Source: an optimization exercise on an open RTL-to-GDS flow (aim: small area, a short achievable clock period and few clock cycles). Production flows keep margins and buffers that such runs may drop.
Where RTL was checked, it was by simulation tests only, not by an equivalence proof against the original.
Power is estimated from default activity; no workload was simulated.

Design multicycle_datapath, start of the top module:
module multicycle_datapath #(
    parameter int              XLEN     = 32,
    parameter int              NREG     = 32,
    parameter logic [XLEN-1:0] RESET_PC = '0
) (
    input  logic            clk,
    input  logic            reset,
    output logic            mem_req,
    output logic            mem_we,
    output logic [XLEN-1:0] mem_addr,
    output logic [XLEN-1:0] mem_wdata,
    input  logic            mem_ready,
    input  logic [XLEN-1:0] mem_rdata,
    output logic [XLEN-1:0] pc_out,
    output logic            retire,
    output logic            halted,
    output logic            illegal
);
    function automatic logic is_legal(input logic [6:0] opc, input logic [2:0] f3,
                                      input logic [6:0] f7);
        case (opc)
            OP_R:              is_legal = (f3 == F3_ADD && (f7 == F7_BASE || f7 == F7_SUB)) ||
                                          (f7 == F7_BASE && (f3 == F3_SLT || f3 == F3_OR || f3 == F3_AND));
            OP_I:              is_legal = f3 == F3_ADD || f3 == F3_OR || f3 == F3_AND;
            OP_LOAD, OP_STORE: is_legal = f3 == F3_WORD;
            OP_BRANCH:         is_legal = f3 == F3_BEQ;
            OP_SYSTEM:         is_legal = 1'b1;
            default:           is_legal = 1'b0;
        endcase
    endfunction
    localparam int RW = $clog2(NREG);
    logic            req_q, reqm_q, we_q;     
    logic            rpend_q;                 
    logic [XLEN-1:1] pc_f_q;                  
    logic            d_valid_q, d_pred_q;
    logic [31:0]     d_ir_q;
    logic [3:0]      d_s1h_q, d_s2h_q;        
    logic [7:0]      d_s1l_q, d_s2l_q;        
    logic            e_valid_q;
    logic [XLEN-1:1] e_pc_q;                  
    logic [XLEN-1:0] e_a_q, e_b_q;
    logic [11:0]     e_imm_q;                 
    logic [4:0]      e_rd_q;
    logic            e_fix_a_q, e_fix_b_q;    
    logic            e_sel_imm_q, e_fwd_a_q, e_fwd_b_q;
    logic            e_sub_q, e_and_q, e_or_q, e_slt_q;
    logic            e_wb_q, e_ld_q, e_st_q, e_br_q, e_pred_q, e_halt_q, e_ill_q;
    logic            m_valid_q, m_st_q;
    logic [XLEN-1:2] m_addr_q;
    logic [XLEN-1:0] m_wdata_q;
    logic [4:0]      m_rd_q;
    logic            w_we_q;
    logic [4:0]      w_rd_q;
    logic [XLEN-1:0] w_q;
  ...
For scale: ~1400 flip-flops, ~140 I/O pins, ~64000 um^2 of cells after synthesis.
export LEC_CHECK = 0
export CAP_MARGIN = 20
export CORE_MARGIN = 2
export CORE_UTILIZATION = 35
export CTS_BUF_LIST = sky130_fd_sc_hd__clkbuf_8
export PLACE_DENSITY = 0.45
export SETUP_SLACK_MARGIN = 5
export SLEW_MARGIN = 20
export TNS_END_PERCENT = 5
create_clock -name core_clock -period 8.0 [get_ports {clk}]
run.sh (not shown) runs the stock make flow with config.mk's settings and CLKGATE_MAP_FILE= SYNTH_SCRIPT=/design/flow/synth_recipe.tcl, a recipe that flattens the netlist after the stock synthesis.
Edit:
--- a/flow/design.v
+++ b/flow/design.v
@@ -106,22 +106,21 @@
     logic            rpend_q;                 
     logic [XLEN-1:1] pc_f_q;                  
     logic            d_valid_q, d_pred_q;
     logic [31:0]     d_ir_q;
     logic [3:0]      d_s1h_q, d_s2h_q;        
     logic [7:0]      d_s1l_q, d_s2l_q;        
     logic            e_valid_q;
     logic [XLEN-1:1] e_pc_q;                  
     logic [XLEN-1:0] e_a_q, e_b_q;
     logic [11:0]     e_imm_q;                 
-    logic [4:0]      e_rd_q;
-    logic            e_fix_a_q, e_fix_b_q;    
+    logic [4:0]      e_rd_q, e_rs1_q, e_rs2_q;
     logic            e_sel_imm_q, e_fwd_a_q, e_fwd_b_q;
     logic            e_sub_q, e_and_q, e_or_q, e_slt_q;
     logic            e_wb_q, e_ld_q, e_st_q, e_br_q, e_pred_q, e_halt_q, e_ill_q;
     logic            m_valid_q, m_st_q;
     logic [XLEN-1:2] m_addr_q;
     logic [XLEN-1:0] m_wdata_q;
     logic [4:0]      m_rd_q;
     logic            w_we_q;
     logic [4:0]      w_rd_q;
     logic [XLEN-1:0] w_q;
@@ -283,39 +282,39 @@
                 d_s1l_q[j] <= w[17:15] == j[2:0];
                 d_s2l_q[j] <= w[22:20] == j[2:0];
             end
             d_pred_q <= w_pred;
         end
         if (e_takes_d && d_valid_q) begin
             e_a_q       <= d_a;
             e_b_q       <= d_b;
             e_imm_q     <= d_is_st ? {d_f7, d_rd} : d_is_br ? d_immb[12:1] : d_ir_q[31:20];
             e_rd_q      <= d_rd;
-            e_fix_a_q   <= e_valid_q && e_ld_q && e_rd_q == d_rs1 && d_rs1 != '0;
-            e_fix_b_q   <= e_valid_q && e_ld_q && e_rd_q == d_rs2 && d_rs2 != '0;
+            e_rs1_q     <= d_rs1;
+            e_rs2_q     <= d_rs2;
             e_sel_imm_q <= !(d_is_r || d_is_br);
             e_fwd_a_q   <= e_valid_q && e_wb_q && e_rd_q == d_rs1;
             e_fwd_b_q   <= e_valid_q && e_wb_q && e_rd_q == d_rs2;
             e_sub_q     <= d_is_r && (d_f7 == F7_SUB || d_f3 == F3_SLT);
             e_and_q     <= (d_is_r || d_is_i) && d_f3 == F3_AND;
             e_or_q      <= (d_is_r || d_is_i) && d_f3 == F3_OR;
             e_slt_q     <= d_is_r && d_f3 == F3_SLT;
             e_wb_q      <= d_legal && (d_is_r || d_is_i) && d_rd != '0;
             e_ld_q      <= d_legal && d_is_ld;
             e_st_q      <= d_legal && d_is_st;
             e_br_q      <= d_legal && d_is_br;
             e_pred_q    <= d_pred_q;
             e_halt_q    <= !d_legal || d_is_sys;
             e_ill_q     <= !d_legal;
-        end else if (m_acc) begin
-            if (e_fix_a_q) e_a_q <= mem_rdata;
-            if (e_fix_b_q) e_b_q <= mem_rdata;
+        end else if (m_acc && m_rd_q != '0) begin
+            if (m_rd_q == e_rs1_q) e_a_q <= mem_rdata;
+            if (m_rd_q == e_rs2_q) e_b_q <= mem_rdata;
         end
         if (!m_valid_q) begin
             m_st_q    <= e_st_q;
             m_addr_q  <= alu_sum[XLEN-1:2];
             m_wdata_q <= op_r2;
             m_rd_q    <= e_ld_q ? e_rd_q : '0;
         end
     end
     logic            rf_we;
     logic [4:0]      rf_wa;
Outcome: Power rose slightly. Setup slack gains 0.31 ns. Final area hardly moves. Via count hardly moves. Hold slack gets worse by 0.034 ns. Clock skew came out lower by 0.010 ns. Synthesized cell count grows slightly. Global-route usage drops by 0.12 points. Fmax went up by a little under a tenth. Core utilization goes down by 0.43 points. Die area went up slightly.
Testbench counts after the change, summed over its fixed seeds: cycles 45,162.
Function not checked in the first run of this note: the RTL went through the layout flow alone.

[afterwards: timing with drivers on the ports]
The flow's constraints put no driver on any port. The routed layouts listed below were extracted and timed again, unchanged, in two steps.
Step 1 (the two cells are an assumption about what drives the block):
set clk [get_ports {clk}]
set_driving_cell -lib_cell sky130_fd_sc_hd__clkbuf_16 $clk
set_driving_cell -lib_cell sky130_fd_sc_hd__buf_2 [delete_from_list [all_inputs] $clk]
Step 2 times the ports against the registers' clock, not the clock port: input delays grow and output delays shrink by t, the midpoint of the rising clock arrivals with the driver on.
Slacks: ideal ports / drivers / drivers and shift; pairs: ideal ports / drivers.
run | shift t [ns] | slack for setup (ns) | worst setup path at the end | latest minus earliest clock arrival (ns) | slew at the worst register clock pin (ns)
the first run | 1.103 | 3.707 / 3.707 / 3.022 | input to register | 0.085 / 0.085 | 0.07 / 0.07
the second run | 1.099 | 4.022 / 4.022 / 3.198 | input to register | 0.076 / 0.076 | 0.07 / 0.07
After both steps setup and hold are still met in every run listed. The setup slack of the second run, which loses most, moves by 0.000 ns with the drivers and by -0.824 ns with both steps.
